What follows belongs to an exercise in optimizing a design on an open flow for small area, a short achievable clock period and few clock cycles per item; a production flow would make more cautious choices. No functional check of the RTL was part of any run shown here.

## flow/design.v (module list and top-level ports; edited modules follow where they fit)
// module calibrated_field_angle: 1297 lines
module calibrated_field_angle (
	input  wire        clk,
	input  wire        arst_n,
	input  wire        sample_valid,
	output wire        sample_ready,
	input  wire [15:0] sample_field_x,
	input  wire [15:0] sample_field_y,
	input  wire        sample_read_failed,
	output wire        result_valid,
	input  wire        result_ready,
	output wire [15:0] result_angle,
	output wire        result_failed,
	input  wire        cfg_valid,
	output wire        cfg_ready,
	input  wire [2:0]  cfg_index,
	input  wire [15:0] cfg_data
);
  // ...
==> flow/flow/run.sh <==
#!/bin/bash
set -uo pipefail
bash standard.sh SETUP_SLACK_MARGIN=6.3 finish > standard_flow.log 2>&1
rc=$?
tail -5 standard_flow.log
exit $rc
==> flow/standard.sh <==
#!/bin/bash
# synth_recipe.tcl (not shown) runs the flow's synth.tcl, then flattens the netlist and writes it again
# the make line also repeats each setting of config.mk as NAME=value (left out here)
make -C /OpenROAD-flow-scripts/flow DESIGN_CONFIG=/design/flow/config.mk WORK_HOME=/design/flow/orfs CLKGATE_MAP_FILE= SYNTH_SCRIPT=/design/flow/synth_recipe.tcl "${@:-finish}"
==> flow/config.mk <==
export PLATFORM = sky130hd
export DESIGN_NAME = calibrated_field_angle
export DESIGN_NICKNAME = calibrated_field_angle
export VERILOG_FILES = /design/flow/design.v
export SDC_FILE = /design/flow/constraint.sdc
export NUM_CORES = 4
export LEC_CHECK = 0
export CAP_MARGIN = 20
export CORE_MARGIN = 2
export CORE_UTILIZATION = 40
export SLEW_MARGIN = 20
==> flow/constraint.sdc <==
create_clock -name core_clock -period 10.0 [get_ports {clk}]
set_input_delay 2.0000 -clock core_clock [delete_from_list [all_inputs] [get_ports {clk}]]
set_output_delay 2.0000 -clock core_clock [all_outputs]
set_load 0.01 [all_outputs]
==> flow_summary.rst, run 1 <==
.. list-table::
   :header-rows: 1

   * - Metric
     - Value
   * - Layout sequential cell count
     - 1522
   * - Global route hottest layer
     - met2
   * - Number of buffers inserted during clock tree synthesis
     - 175
   * - Non-CTS inverters
     - 669
   * - Die area
     - 276000 um2
   * - Crit path to
     - ts_t1[8]$_DFFE_PN_
   * - Number of cell instances on the worst register-to-register path
     - 11
   * - Post-CTS setup buffer count
     - 262
   * - Maximum fanout encountered on the critical timing path
     - 2
   * - Most area-consuming cells after synthesis
     - sky130_fd_sc_hd__edfxtp_1, sky130_fd_sc_hd__ha_1, sky130_fd_sc_hd__xnor2_1
   * - Largest net degree at the start of global routing
     - 161
   * - Cell type with the highest aggregate area in the netlist
     - sky130_fd_sc_hd__edfxtp_1
   * - Clock network share of area
     - 0.0461
   * - Root Buffer Master
     - sky130_fd_sc_hd__clkbuf_16
   * - Uppermost metal layer occupied by signal nets
     - met4
   * - Status
     - timing/DRC/antenna clean
   * - Width of the chip
     - 525 um
   * - Number of cells produced by synthesis
     - 10300
   * - CORE AREA
     - 271000 um2
   * - Post-synth top cells
     - sky130_fd_sc_hd__edfxtp_1, sky130_fd_sc_hd__xnor2_1, sky130_fd_sc_hd__ha_1
   * - Worst skew pair latency
     - 900 ps
   * - Non-clock buffering overhead
     - 0.0541
   * - Flip-flop and latch share of the layout cell area
     - 0.351
   * - Sequential standard cell area
     - 45000 um2
   * - Wire length of the first global-routing pass
     - 466 mm
   * - Fraction of the core area covered by cells at the end of the flow
     - 0.474
   * - First element of the critical path
     - dec_s14[11]$_DFFE_PN_
   * - TritonRoute pass-1 iters
     - 6
   * - Vertical die dimension
     - 525 um
   * - Total number of cells along the worst setup path
     - 11
   * - Largest delay contributor family on the critical path
     - adder cells
   * - Critical Path Source Type
     - register
   * - Area of placed instances
     - 114000 um2
==> run 2, diff against run 1 <==
--- a/flow/design.v
+++ b/flow/design.v
@@ -550,20 +550,22 @@
 			z_c   <= z_m2;
 			f_c   <= f_m2;
 		end
 	wire d1 = !y_c[32];
 	wire signed [35:0] xe1 = $signed({3'd0, x_c});
 	wire signed [35:0] ye1 = $signed(y_c);
 	wire signed [35:0] xs1 = xe1 >>> 1;
 	wire signed [35:0] ysh1 = ye1 >>> 1;
-	wire [36:0] yt1 = {ye1, 1'b1} + {xs1 ^ {36{d1}}, d1};
-	wire [32:0] y2 = yt1[33:1];
-	wire [36:0] xt1 = {xe1, 1'b1} + {ysh1 ^ {36{!d1}}, !d1};
-	wire [32:0] x2 = xt1[33:1];
+	wire [35:0] ya1 = ye1 + xs1;
+	wire [35:0] yb1 = ye1 - xs1;
+	wire [32:0] y2 = d1 ? yb1[32:0] : ya1[32:0];
+	wire [35:0] xa1 = xe1 - ysh1;
+	wire [35:0] xb1 = xe1 + ysh1;
+	wire [32:0] x2 = d1 ? xb1[32:0] : xa1[32:0];
 	reg v_s0, f_s0, z_s0;
 	reg [2:0] dec_s0;
 	reg [32:0] x_s0;
 	reg [32:0] y_s0;
 	always @(posedge clk or negedge arst_n)
 		if (!arst_n) v_s0 <= 1'b0;
 		else if (adv_1) v_s0 <= v_c;
 	always @(posedge clk)
@@ -574,20 +576,22 @@
 			x_s0 <= x2;
 			y_s0 <= y2;
 		end
 	wire d2 = !y_s0[32];
 	wire signed [35:0] xe2 = $signed({3'd0, x_s0});
 	wire signed [35:0] ye2 = $signed(y_s0);
 	wire signed [35:0] xs2 = xe2 >>> 2;
 	wire signed [35:0] ysh2 = ye2 >>> 2;
-	wire [36:0] yt2 = {ye2, 1'b1} + {xs2 ^ {36{d2}}, d2};
-	wire [32:0] y3 = yt2[33:1];
-	wire [36:0] xt2 = {xe2, 1'b1} + {ysh2 ^ {36{!d2}}, !d2};
-	wire [33:0] x3 = xt2[34:1];
+	wire [35:0] ya2 = ye2 + xs2;
+	wire [35:0] yb2 = ye2 - xs2;
+	wire [32:0] y3 = d2 ? yb2[32:0] : ya2[32:0];
+	wire [35:0] xa2 = xe2 - ysh2;
+	wire [35:0] xb2 = xe2 + ysh2;
+	wire [33:0] x3 = d2 ? xb2[33:0] : xa2[33:0];
 	reg v_s1, f_s1, z_s1;
 	reg [3:0] dec_s1;
 	reg [33:0] x_s1;
 	reg [32:0] y_s1;
 	always @(posedge clk or negedge arst_n)
 		if (!arst_n) v_s1 <= 1'b0;
 		else if (adv_2) v_s1 <= v_s0;
 	always @(posedge clk)
@@ -598,20 +602,22 @@
 			x_s1 <= x3;
 			y_s1 <= y3;
 		end
 	wire d3 = !y_s1[32];
 	wire signed [35:0] xe3 = $signed({2'd0, x_s1});
 	wire signed [35:0] ye3 = $signed(y_s1);
 	wire signed [35:0] xs3 = xe3 >>> 3;
 	wire signed [35:0] ysh3 = ye3 >>> 3;
-	wire [36:0] yt3 = {ye3, 1'b1} + {xs3 ^ {36{d3}}, d3};
-	wire [31:0] y4 = yt3[32:1];
-	wire [36:0] xt3 = {xe3, 1'b1} + {ysh3 ^ {36{!d3}}, !d3};
-	wire [33:0] x4 = xt3[34:1];
+	wire [35:0] ya3 = ye3 + xs3;
+	wire [35:0] yb3 = ye3 - xs3;
+	wire [31:0] y4 = d3 ? yb3[31:0] : ya3[31:0];
+	wire [35:0] xa3 = xe3 - ysh3;
+	wire [35:0] xb3 = xe3 + ysh3;
+	wire [33:0] x4 = d3 ? xb3[33:0] : xa3[33:0];
 	reg v_s2, f_s2, z_s2;
 	reg [4:0] dec_s2;
 	reg [33:0] x_s2;
 	reg [31:0] y_s2;
 	always @(posedge clk or negedge arst_n)
 		if (!arst_n) v_s2 <= 1'b0;
 		else if (adv_2) v_s2 <= v_s1;
 	always @(posedge clk)
@@ -622,20 +628,22 @@
 			x_s2 <= x4;
 			y_s2 <= y4;
 		end
 	wire d4 = !y_s2[31];
 	wire signed [35:0] xe4 = $signed({2'd0, x_s2});
 	wire signed [35:0] ye4 = $signed(y_s2);
 	wire signed [35:0] xs4 = xe4 >>> 4;
 	wire signed [35:0] ysh4 = ye4 >>> 4;
-	wire [36:0] yt4 = {ye4, 1'b1} + {xs4 ^ {36{d4}}, d4};
-	wire [30:0] y5 = yt4[31:1];
-	wire [36:0] xt4 = {xe4, 1'b1} + {ysh4 ^ {36{!d4}}, !d4};
-	wire [33:0] x5 = xt4[34:1];
+	wire [35:0] ya4 = ye4 + xs4;
+	wire [35:0] yb4 = ye4 - xs4;
+	wire [30:0] y5 = d4 ? yb4[30:0] : ya4[30:0];
+	wire [35:0] xa4 = xe4 - ysh4;
+	wire [35:0] xb4 = xe4 + ysh4;
+	wire [33:0] x5 = d4 ? xb4[33:0] : xa4[33:0];
 	reg v_s3, f_s3, z_s3;
 	reg [5:0] dec_s3;
 	reg [33:0] x_s3;
 	reg [30:0] y_s3;
 	always @(posedge clk or negedge arst_n)
 		if (!arst_n) v_s3 <= 1'b0;
 		else if (adv_3) v_s3 <= v_s2;
 	always @(posedge clk)
@@ -646,20 +654,22 @@
 			x_s3 <= x5;
 			y_s3 <= y5;
 		end
 	wire d5 = !y_s3[30];
 	wire signed [35:0] xe5 = $signed({2'd0, x_s3});
 	wire signed [35:0] ye5 = $signed(y_s3);
 	wire signed [35:0] xs5 = xe5 >>> 5;
 	wire signed [35:0] ysh5 = ye5 >>> 5;
-	wire [36:0] yt5 = {ye5, 1'b1} + {xs5 ^ {36{d5}}, d5};
-	wire [29:0] y6 = yt5[30:1];
-	wire [36:0] xt5 = {xe5, 1'b1} + {ysh5 ^ {36{!d5}}, !d5};
-	wire [33:0] x6 = xt5[34:1];
+	wire [35:0] ya5 = ye5 + xs5;
+	wire [35:0] yb5 = ye5 - xs5;
+	wire [29:0] y6 = d5 ? yb5[29:0] : ya5[29:0];
+	wire [35:0] xa5 = xe5 - ysh5;
+	wire [35:0] xb5 = xe5 + ysh5;
+	wire [33:0] x6 = d5 ? xb5[33:0] : xa5[33:0];
 	reg v_s4, f_s4, z_s4;
 	reg [6:0] dec_s4;
 	reg [33:0] x_s4;
 	reg [29:0] y_s4;
 	always @(posedge clk or negedge arst_n)
 		if (!arst_n) v_s4 <= 1'b0;
 		else if (adv_3) v_s4 <= v_s3;
 	always @(posedge clk)
@@ -670,20 +680,22 @@
 			x_s4 <= x6;
 			y_s4 <= y6;
 		end
 	wire d6 = !y_s4[29];
 	wire signed [35:0] xe6 = $signed({2'd0, x_s4});
 	wire signed [35:0] ye6 = $signed(y_s4);
 	wire signed [35:0] xs6 = xe6 >>> 6;
 	wire signed [35:0] ysh6 = ye6 >>> 6;
-	wire [36:0] yt6 = {ye6, 1'b1} + {xs6 ^ {36{d6}}, d6};
-	wire [28:0] y7 = yt6[29:1];
-	wire [36:0] xt6 = {xe6, 1'b1} + {ysh6 ^ {36{!d6}}, !d6};
-	wire [33:0] x7 = xt6[34:1];
+	wire [35:0] ya6 = ye6 + xs6;
+	wire [35:0] yb6 = ye6 - xs6;
+	wire [28:0] y7 = d6 ? yb6[28:0] : ya6[28:0];
+	wire [35:0] xa6 = xe6 - ysh6;
+	wire [35:0] xb6 = xe6 + ysh6;
+	wire [33:0] x7 = d6 ? xb6[33:0] : xa6[33:0];
 	reg v_s5, f_s5, z_s5;
 	reg [7:0] dec_s5;
 	reg [33:0] x_s5;
 	reg [28:0] y_s5;
 	always @(posedge clk or negedge arst_n)
 		if (!arst_n) v_s5 <= 1'b0;
 		else if (adv_3) v_s5 <= v_s4;
 	always @(posedge clk)
@@ -694,20 +706,22 @@
 			x_s5 <= x7;
 			y_s5 <= y7;
 		end
 	wire d7 = !y_s5[28];
 	wire signed [35:0] xe7 = $signed({2'd0, x_s5});
 	wire signed [35:0] ye7 = $signed(y_s5);
 	wire signed [35:0] xs7 = xe7 >>> 7;
 	wire signed [35:0] ysh7 = ye7 >>> 7;
-	wire [36:0] yt7 = {ye7, 1'b1} + {xs7 ^ {36{d7}}, d7};
-	wire [27:0] y8 = yt7[28:1];
-	wire [36:0] xt7 = {xe7, 1'b1} + {ysh7 ^ {36{!d7}}, !d7};
-	wire [33:0] x8 = xt7[34:1];
+	wire [35:0] ya7 = ye7 + xs7;
+	wire [35:0] yb7 = ye7 - xs7;
+	wire [27:0] y8 = d7 ? yb7[27:0] : ya7[27:0];
+	wire [35:0] xa7 = xe7 - ysh7;
+	wire [35:0] xb7 = xe7 + ysh7;
+	wire [33:0] x8 = d7 ? xb7[33:0] : xa7[33:0];
 	reg v_s6, f_s6, z_s6;
 	reg [8:0] dec_s6;
 	reg [33:0] x_s6;
 	reg [27:0] y_s6;
 	always @(posedge clk or negedge arst_n)
 		if (!arst_n) v_s6 <= 1'b0;
 		else if (adv_4) v_s6 <= v_s5;
 	always @(posedge clk)
@@ -718,20 +732,22 @@
 			x_s6 <= x8;
 			y_s6 <= y8;
 		end
 	wire d8 = !y_s6[27];
 	wire signed [35:0] xe8 = $signed({2'd0, x_s6});
 	wire signed [35:0] ye8 = $signed(y_s6);
 	wire signed [35:0] xs8 = xe8 >>> 8;
 	wire signed [35:0] ysh8 = ye8 >>> 8;
-	wire [36:0] yt8 = {ye8, 1'b1} + {xs8 ^ {36{d8}}, d8};
-	wire [26:0] y9 = yt8[27:1];
-	wire [36:0] xt8 = {xe8, 1'b1} + {ysh8 ^ {36{!d8}}, !d8};
-	wire [33:0] x9 = xt8[34:1];
+	wire [35:0] ya8 = ye8 + xs8;
+	wire [35:0] yb8 = ye8 - xs8;
+	wire [26:0] y9 = d8 ? yb8[26:0] : ya8[26:0];
+	wire [35:0] xa8 = xe8 - ysh8;
+	wire [35:0] xb8 = xe8 + ysh8;
+	wire [33:0] x9 = d8 ? xb8[33:0] : xa8[33:0];
 	reg v_s7, f_s7, z_s7;
 	reg [9:0] dec_s7;
 	reg [33:0] x_s7;
 	reg [26:0] y_s7;
 	always @(posedge clk or negedge arst_n)
 		if (!arst_n) v_s7 <= 1'b0;
 		else if (adv_4) v_s7 <= v_s6;
 	always @(posedge clk)
@@ -742,20 +758,22 @@
 			x_s7 <= x9;
 			y_s7 <= y9;
 		end
 	wire d9 = !y_s7[26];
 	wire signed [35:0] xe9 = $signed({2'd0, x_s7});
 	wire signed [35:0] ye9 = $signed(y_s7);
 	wire signed [35:0] xs9 = xe9 >>> 9;
 	wire signed [35:0] ysh9 = ye9 >>> 9;
-	wire [36:0] yt9 = {ye9, 1'b1} + {xs9 ^ {36{d9}}, d9};
-	wire [25:0] y10 = yt9[26:1];
-	wire [36:0] xt9 = {xe9, 1'b1} + {ysh9 ^ {36{!d9}}, !d9};
-	wire [33:0] x10 = xt9[34:1];
+	wire [35:0] ya9 = ye9 + xs9;
+	wire [35:0] yb9 = ye9 - xs9;
+	wire [25:0] y10 = d9 ? yb9[25:0] : ya9[25:0];
+	wire [35:0] xa9 = xe9 - ysh9;
+	wire [35:0] xb9 = xe9 + ysh9;
+	wire [33:0] x10 = d9 ? xb9[33:0] : xa9[33:0];
 	reg v_s8, f_s8, z_s8;
 	reg [10:0] dec_s8;
 	reg [33:0] x_s8;
 	reg [25:0] y_s8;
 	always @(posedge clk or negedge arst_n)
 		if (!arst_n) v_s8 <= 1'b0;
 		else if (adv_4) v_s8 <= v_s7;
 	always @(posedge clk)
@@ -766,20 +784,22 @@
 			x_s8 <= x10;
 			y_s8 <= y10;
 		end
 	wire d10 = !y_s8[25];
 	wire signed [35:0] xe10 = $signed({2'd0, x_s8});
 	wire signed [35:0] ye10 = $signed(y_s8);
 	wire signed [35:0] xs10 = xe10 >>> 10;
 	wire signed [35:0] ysh10 = ye10 >>> 10;
-	wire [36:0] yt10 = {ye10, 1'b1} + {xs10 ^ {36{d10}}, d10};
-	wire [24:0] y11 = yt10[25:1];
-	wire [36:0] xt10 = {xe10, 1'b1} + {ysh10 ^ {36{!d10}}, !d10};
-	wire [33:0] x11 = xt10[34:1];
+	wire [35:0] ya10 = ye10 + xs10;
+	wire [35:0] yb10 = ye10 - xs10;
+	wire [24:0] y11 = d10 ? yb10[24:0] : ya10[24:0];
+	wire [35:0] xa10 = xe10 - ysh10;
+	wire [35:0] xb10 = xe10 + ysh10;
+	wire [33:0] x11 = d10 ? xb10[33:0] : xa10[33:0];
 	reg v_s9, f_s9, z_s9;
 	reg [11:0] dec_s9;
 	reg [33:0] x_s9;
 	reg [24:0] y_s9;
 	always @(posedge clk or negedge arst_n)
 		if (!arst_n) v_s9 <= 1'b0;
 		else if (adv_5) v_s9 <= v_s8;
 	always @(posedge clk)
@@ -790,20 +810,22 @@
 			x_s9 <= x11;
 			y_s9 <= y11;
 		end
 	wire d11 = !y_s9[24];
 	wire signed [35:0] xe11 = $signed({2'd0, x_s9});
 	wire signed [35:0] ye11 = $signed(y_s9);
 	wire signed [35:0] xs11 = xe11 >>> 11;
 	wire signed [35:0] ysh11 = ye11 >>> 11;
-	wire [36:0] yt11 = {ye11, 1'b1} + {xs11 ^ {36{d11}}, d11};
-	wire [23:0] y12 = yt11[24:1];
-	wire [36:0] xt11 = {xe11, 1'b1} + {ysh11 ^ {36{!d11}}, !d11};
-	wire [33:0] x12 = xt11[34:1];
+	wire [35:0] ya11 = ye11 + xs11;
+	wire [35:0] yb11 = ye11 - xs11;
+	wire [23:0] y12 = d11 ? yb11[23:0] : ya11[23:0];
+	wire [35:0] xa11 = xe11 - ysh11;
+	wire [35:0] xb11 = xe11 + ysh11;
+	wire [33:0] x12 = d11 ? xb11[33:0] : xa11[33:0];
 	reg v_s10, f_s10, z_s10;
 	reg [12:0] dec_s10;
 	reg [33:0] x_s10;
 	reg [23:0] y_s10;
 	always @(posedge clk or negedge arst_n)
 		if (!arst_n) v_s10 <= 1'b0;
 		else if (adv_5) v_s10 <= v_s9;
 	always @(posedge clk)
@@ -814,20 +836,22 @@
 			x_s10 <= x12;
 			y_s10 <= y12;
 		end
 	wire d12 = !y_s10[23];
 	wire signed [35:0] xe12 = $signed({2'd0, x_s10});
 	wire signed [35:0] ye12 = $signed(y_s10);
 	wire signed [35:0] xs12 = xe12 >>> 12;
 	wire signed [35:0] ysh12 = ye12 >>> 12;
-	wire [36:0] yt12 = {ye12, 1'b1} + {xs12 ^ {36{d12}}, d12};
-	wire [22:0] y13 = yt12[23:1];
-	wire [36:0] xt12 = {xe12, 1'b1} + {ysh12 ^ {36{!d12}}, !d12};
-	wire [33:0] x13 = xt12[34:1];
+	wire [35:0] ya12 = ye12 + xs12;
+	wire [35:0] yb12 = ye12 - xs12;
+	wire [22:0] y13 = d12 ? yb12[22:0] : ya12[22:0];
+	wire [35:0] xa12 = xe12 - ysh12;
+	wire [35:0] xb12 = xe12 + ysh12;
+	wire [33:0] x13 = d12 ? xb12[33:0] : xa12[33:0];
 	reg v_s11, f_s11, z_s11;
 	reg [13:0] dec_s11;
 	reg [33:0] x_s11;
 	reg [22:0] y_s11;
 	always @(posedge clk or negedge arst_n)
 		if (!arst_n) v_s11 <= 1'b0;
 		else if (adv_6) v_s11 <= v_s10;
 	always @(posedge clk)
@@ -838,20 +862,22 @@
 			x_s11 <= x13;
 			y_s11 <= y13;
 		end
 	wire d13 = !y_s11[22];
 	wire signed [35:0] xe13 = $signed({2'd0, x_s11});
 	wire signed [35:0] ye13 = $signed(y_s11);
 	wire signed [35:0] xs13 = xe13 >>> 13;
 	wire signed [35:0] ysh13 = ye13 >>> 13;
-	wire [36:0] yt13 = {ye13, 1'b1} + {xs13 ^ {36{d13}}, d13};
-	wire [21:0] y14 = yt13[22:1];
-	wire [36:0] xt13 = {xe13, 1'b1} + {ysh13 ^ {36{!d13}}, !d13};
-	wire [33:0] x14 = xt13[34:1];
+	wire [35:0] ya13 = ye13 + xs13;
+	wire [35:0] yb13 = ye13 - xs13;
+	wire [21:0] y14 = d13 ? yb13[21:0] : ya13[21:0];
+	wire [35:0] xa13 = xe13 - ysh13;
+	wire [35:0] xb13 = xe13 + ysh13;
+	wire [33:0] x14 = d13 ? xb13[33:0] : xa13[33:0];
 	reg v_s12, f_s12, z_s12;
 	reg [14:0] dec_s12;
 	reg [33:0] x_s12;
 	reg [21:0] y_s12;
 	always @(posedge clk or negedge arst_n)
 		if (!arst_n) v_s12 <= 1'b0;
 		else if (adv_6) v_s12 <= v_s11;
 	always @(posedge clk)
@@ -862,18 +888,19 @@
 			x_s12 <= x14;
 			y_s12 <= y14;
 		end
 	wire d14 = !y_s12[21];
 	wire signed [35:0] xe14 = $signed({2'd0, x_s12});
 	wire signed [35:0] ye14 = $signed(y_s12);
 	wire signed [35:0] xs14 = xe14 >>> 14;
 	wire signed [35:0] ysh14 = ye14 >>> 14;
-	wire [36:0] yt14 = {ye14, 1'b1} + {xs14 ^ {36{d14}}, d14};
-	wire [20:0] y15 = yt14[21:1];
+	wire [35:0] ya14 = ye14 + xs14;
+	wire [35:0] yb14 = ye14 - xs14;
+	wire [20:0] y15 = d14 ? yb14[20:0] : ya14[20:0];
 	reg v_s13, f_s13, z_s13;
 	reg [15:0] dec_s13;
 	reg [33:0] x_s13;
 	reg [20:0] y_s13;
 	always @(posedge clk or negedge arst_n)
 		if (!arst_n) v_s13 <= 1'b0;
 		else if (adv_6) v_s13 <= v_s12;
 	always @(posedge clk)
==> flow/run.sh (new file) <==
#!/bin/bash
# synth_recipe.tcl (not shown) runs the flow's synth.tcl, then flattens the netlist and writes it again
# the make line also repeats each setting of config.mk as NAME=value (left out here)
make -C /OpenROAD-flow-scripts/flow DESIGN_CONFIG=/design/flow/config.mk WORK_HOME=/design/flow/orfs CLKGATE_MAP_FILE= SYNTH_SCRIPT=/design/flow/synth_recipe.tcl finish
removed: flow/flow/run.sh
removed: flow/standard.sh
==> run 2 against run 1 <==
Against the previous run:
- global-route usage down 0.73 points
- die area up 9.9%
- register-to-register slack worse by 920 ps
- synthesized cell count up 18%
- critical path depth up 7
- synthesized area up 10%
- non-clock buffer count down 505
- routed wire length up 3.1%
==> flow_summary.rst, run 2 <==
.. list-table::
   :header-rows: 1

   * - Metric
     - Value
   * - Status
     - timing/DRC/antenna clean
   * - Number of hold violations in the final report
     - 0
   * - Library cell with the highest instance count after synthesis
     - sky130_fd_sc_hd__edfxtp_1
   * - Count of pins over their slew limit
     - 0
   * - DR vias/cell
     - 5.50
   * - Worst-margin pin slew
     - 1070 ps
   * - Number of enable flip-flop cells after synthesis
     - 1372
   * - First element of the critical path
     - y_s1[7]$_DFFE_PN_
   * - TritonRoute pass-1 iters
     - 8 (+2)
   * - Area growth from synthesis to layout
     - 8.94%
   * - Root Buffer Master
     - sky130_fd_sc_hd__clkbuf_16
   * - Number of cell instances on the worst register-to-register path
     - 18 (+7)
   * - Width of the chip
     - 551 um (+4.8%)
   * - CP peak stage delay
     - 540 ps
   * - Wire length per cell
     - 19.9 um
   * - Yosys warns
     - 1
   * - Number of inserted filler cells in the final layout
     - 28600
   * - Highest clock frequency the design can meet
     - 189 MHz
   * - Synthesis-stage register bit count
     - 1522
   * - Worst r2r src
     - y_s1[7]$_DFFE_PN_
   * - Vias in the first global route
     - 86200
   * - Met1 WL
     - 144 mm
   * - RSZ-0062 raised after global routing
     - false
   * - Post-CTS setup buffer count
     - 0 (-100%)
   * - Worst skew pair latency
     - 880 ps (-20 ps)
   * - Clock tree from TritonCTS
     - yes
   * - Maximum clock path buffer count
     - 4
   * - Number of sinks handled by clock tree synthesis
     - 1522
   * - Uppermost metal layer occupied by signal nets
     - met4
   * - Netlist area before placement
     - 120000 um2
   * - Most area-consuming cells after synthesis
     - sky130_fd_sc_hd__edfxtp_1, sky130_fd_sc_hd__ha_1, sky130_fd_sc_hd__xnor2_1
   * - Number of cells produced by synthesis
     - 12100 (+18%)
   * - Maximum fanout encountered on the critical timing path
     - 6 (+4)
   * - Number of I/O port buffers
     - 75
   * - Share of final-layout standard cells stronger than drive strength 1
     - 0.0449
   * - Global Route Usage Sum
     - 0.209
   * - Die area
     - 303000 um2 (+9.9%)
   * - Slowest CP cell
     - sky130_fd_sc_hd__or4_1
   * - Crit path to
     - x_s2[33]$_DFFE_PN_
   * - Number of buffers inserted during clock tree synthesis
     - 178 (+1.7%)
   * - Post-synth top cells
     - sky130_fd_sc_hd__edfxtp_1, sky130_fd_sc_hd__ha_1, sky130_fd_sc_hd__nor2_1
   * - Cells resized by post-CTS repair
     - 0
   * - Largest net degree at the start of global routing
     - 90 (-44%)
   * - Site row count
     - 200
   * - Proportion of register bits with asynchronous set or reset after synthesis
     - 0.0986
   * - Leftover overflow at the end of global routing
     - 0
   * - Starting density of the core
     - 0.402
   * - Worst slew margin
     - 0.278
   * - Post-DP HPWL
     - 247 mm
   * - Yosys top cell area share
     - 0.344
   * - Critical Path Source Type
     - register
   * - Cell type with the highest aggregate area in the netlist
     - sky130_fd_sc_hd__edfxtp_1
   * - Area of placed instances
     - 125000 um2 (+9.7%)
   * - Area of combinational cells with multiple inputs
     - 70000 um2
   * - Count of final setup violators
     - 0
   * - Remaining DRCs
     - 0
   * - Quantity of hold-fixing buffers added after cts
     - 0
   * - Syn_nets
     - 13600
   * - Endpoint arrival time on the critical path
     - 5850 ps
   * - Worst Setup Path Type
     - reg2reg
   * - Data required time at the worst endpoint
     - 10550 ps
   * - Main synth FF type
     - sky130_fd_sc_hd__edfxtp_1
   * - Final Instance Area
     - 130000 um2
   * - CORE AREA
     - 297000 um2 (+9.9%)
   * - Critical Path Sink Type
     - register
   * - Worst reg2reg setup slack
     - 4700 ps
   * - Worst clock skew on the final layout
     - 98.5 ps
   * - Destination of the worst register-to-register timing path
     - x_s2[33]$_DFFE_PN_
   * - Wire length of the first global-routing pass
     - 501 mm (+7.5%)
   * - Maximum capacitance violations
     - 0
   * - Antenna violations before repair
     - 15
   * - Vertical die dimension
     - 551 um (+4.8%)
   * - Path type of the worst min-delay path
     - reg2reg
   * - Final clock period utilization by the worst path
     - 0.530
   * - Most common cell after layout, fill and taps aside
     - sky130_fd_sc_hd__edfxtp_1
   * - Routed length on met2
     - 152 mm
   * - Routed Wire Length
     - 321 mm
   * - Minimum period implied by the final worst setup slack
     - 5300 ps
   * - Post-route antenna net violation count
     - 0
   * - Final net count
     - 13500
   * - Post-synthesis cell type count
     - 118
   * - DR vias
     - 88800
   * - Part of the Yosys area used for sequential elements
     - 0.376
   * - Cells along the critical path
     - or4_1 > nor3_1 > nand2_1 > nor3_1 > a21oi_1 > xnor2_1 > ha_1 > nand3_1 > nor2_1 > nand4_1 > or2_2 > o31ai_1 > a221o_1 > nand2_1 > o21ai_0 > a21oi_1 > o21ai_0 > xnor2_1
   * - Io pins
     - 77
   * - Number of stages on the worst hold path
     - 0
   * - Sequential standard cell area
     - 45000 um2 (about the same)
   * - Total negative slack for setup checks
     - 0 ps
   * - Met3 routed WL
     - 15.9 mm
   * - Last weighted congestion value of the routability-driven placer
     - 0.927
   * - CTS H-Tree Depth
     - 4
   * - DR iter-0 viols
     - 7209
   * - Commonest cells after routing, fill and taps aside
     - sky130_fd_sc_hd__edfxtp_1, sky130_fd_sc_hd__ha_1, sky130_fd_sc_hd__nor2_1
   * - Mean area per synthesized cell
     - 9.88 um2
   * - Clock-pin slew reported for the worst setup and hold paths after clock tree synthesis
     - 60 ps
## run 2: critical path, delay by kind of cell, from the launching register on
kind	cells	cell delay [ps]
AND/OR/NAND/NOR	9	2510
AO/OA/AOI/OAI	6	1390
flip-flops	1	470
adder cells (fa/ha/maj)	1	380
XOR/XNOR	2	270
## run 2: how the worst min path moves through the flow
stage                         endpoint                startpoint
3_5_place_dp     dec_s10[10]$_DFFE_PN_      dec_s9[10]$_DFFE_PN_
3_3_place_gp     dec_s12[10]$_DFFE_PN_     dec_s11[10]$_DFFE_PN_
5_1_grt            dec_s5[2]$_DFFE_PN_       dec_s4[2]$_DFFE_PN_
2_1_floorplan  x_scale3_q[0]$_DFF_PN0_  x_scale_q[0]$_DFFE_PN0P_
4_1_cts            dec_s5[2]$_DFFE_PN_       dec_s4[2]$_DFFE_PN_
6_report           dec_s5[2]$_DFFE_PN_       dec_s4[2]$_DFFE_PN_
## run 2: layout make-up
cell class	count	area share
Timing Repair Buffer	163	0.0111
Tap cell	3939	0.0378
Clock inverter	104	0.00845
Antenna cell	1	0.0000192
Clock buffer	212	0.0352
Multi-Input combinational cell	9345	0.537
Inverter	869	0.0254
Sequential cell	1522	0.345
## run 2: layer usage
| layer | track usage | vias up |
|---|---|---|
| met3 | 0.0233 | 481 |
| met5 | 0 | - |
| met1 | 0.282 | 42700 |
| met2 | 0.353 | 2026 |
| met4 | 0.0582 | 0 |
| li1 | - | 43500 |
## run 2: through the flow
stage	hold WS (ps)	util	cells	setup slack, ps
after floorplan	378	-	12100	4770
after global placement	401	0.419	15800	4480
after detailed placement	405	0.419	15800	4450
after CTS	376	0.438	16200	4460
after global routing	385	0.438	16200	4170
final	381	0.438	16200	4700
## run 2: logic make-up after synthesis
kind of cell             synth area share
adder cells (fa/ha/maj)             0.170
AND/OR/NAND/NOR                     0.122
XOR/XNOR                            0.106
flip-flops                          0.376
other                           0.0000314
multiplexers                       0.0113
buffers and inverters              0.0395
AO/OA/AOI/OAI                       0.175

## separate check: timing with driven ports
The results above use ideal ports. As a check the final layouts listed here were re-extracted and re-timed, cells and wires unchanged. Step 1, drivers: a clkbuf_16 drives clk and a buf_2 each remaining input, both assumed. Step 2 moves the port delays by t, midway between the first and last clock arrival at a register: inputs arrive t later, outputs are due t later. That takes back most of the time a late clock gives input paths. Slacks: no drivers / after step 1 / after step 2; pairs: no drivers / after step 1.
run	shift t [ns]	setup WS [ns]	worst register clock-pin slew, ns	worst slew at a driven data input, ns
run 1	0.945	5.621 / 5.621 / 5.621	0.07 / 0.07	0.09
run 2	0.923	4.698 / 4.698 / 4.698	0.07 / 0.07	0.06
After both steps every run listed still meets setup and hold.
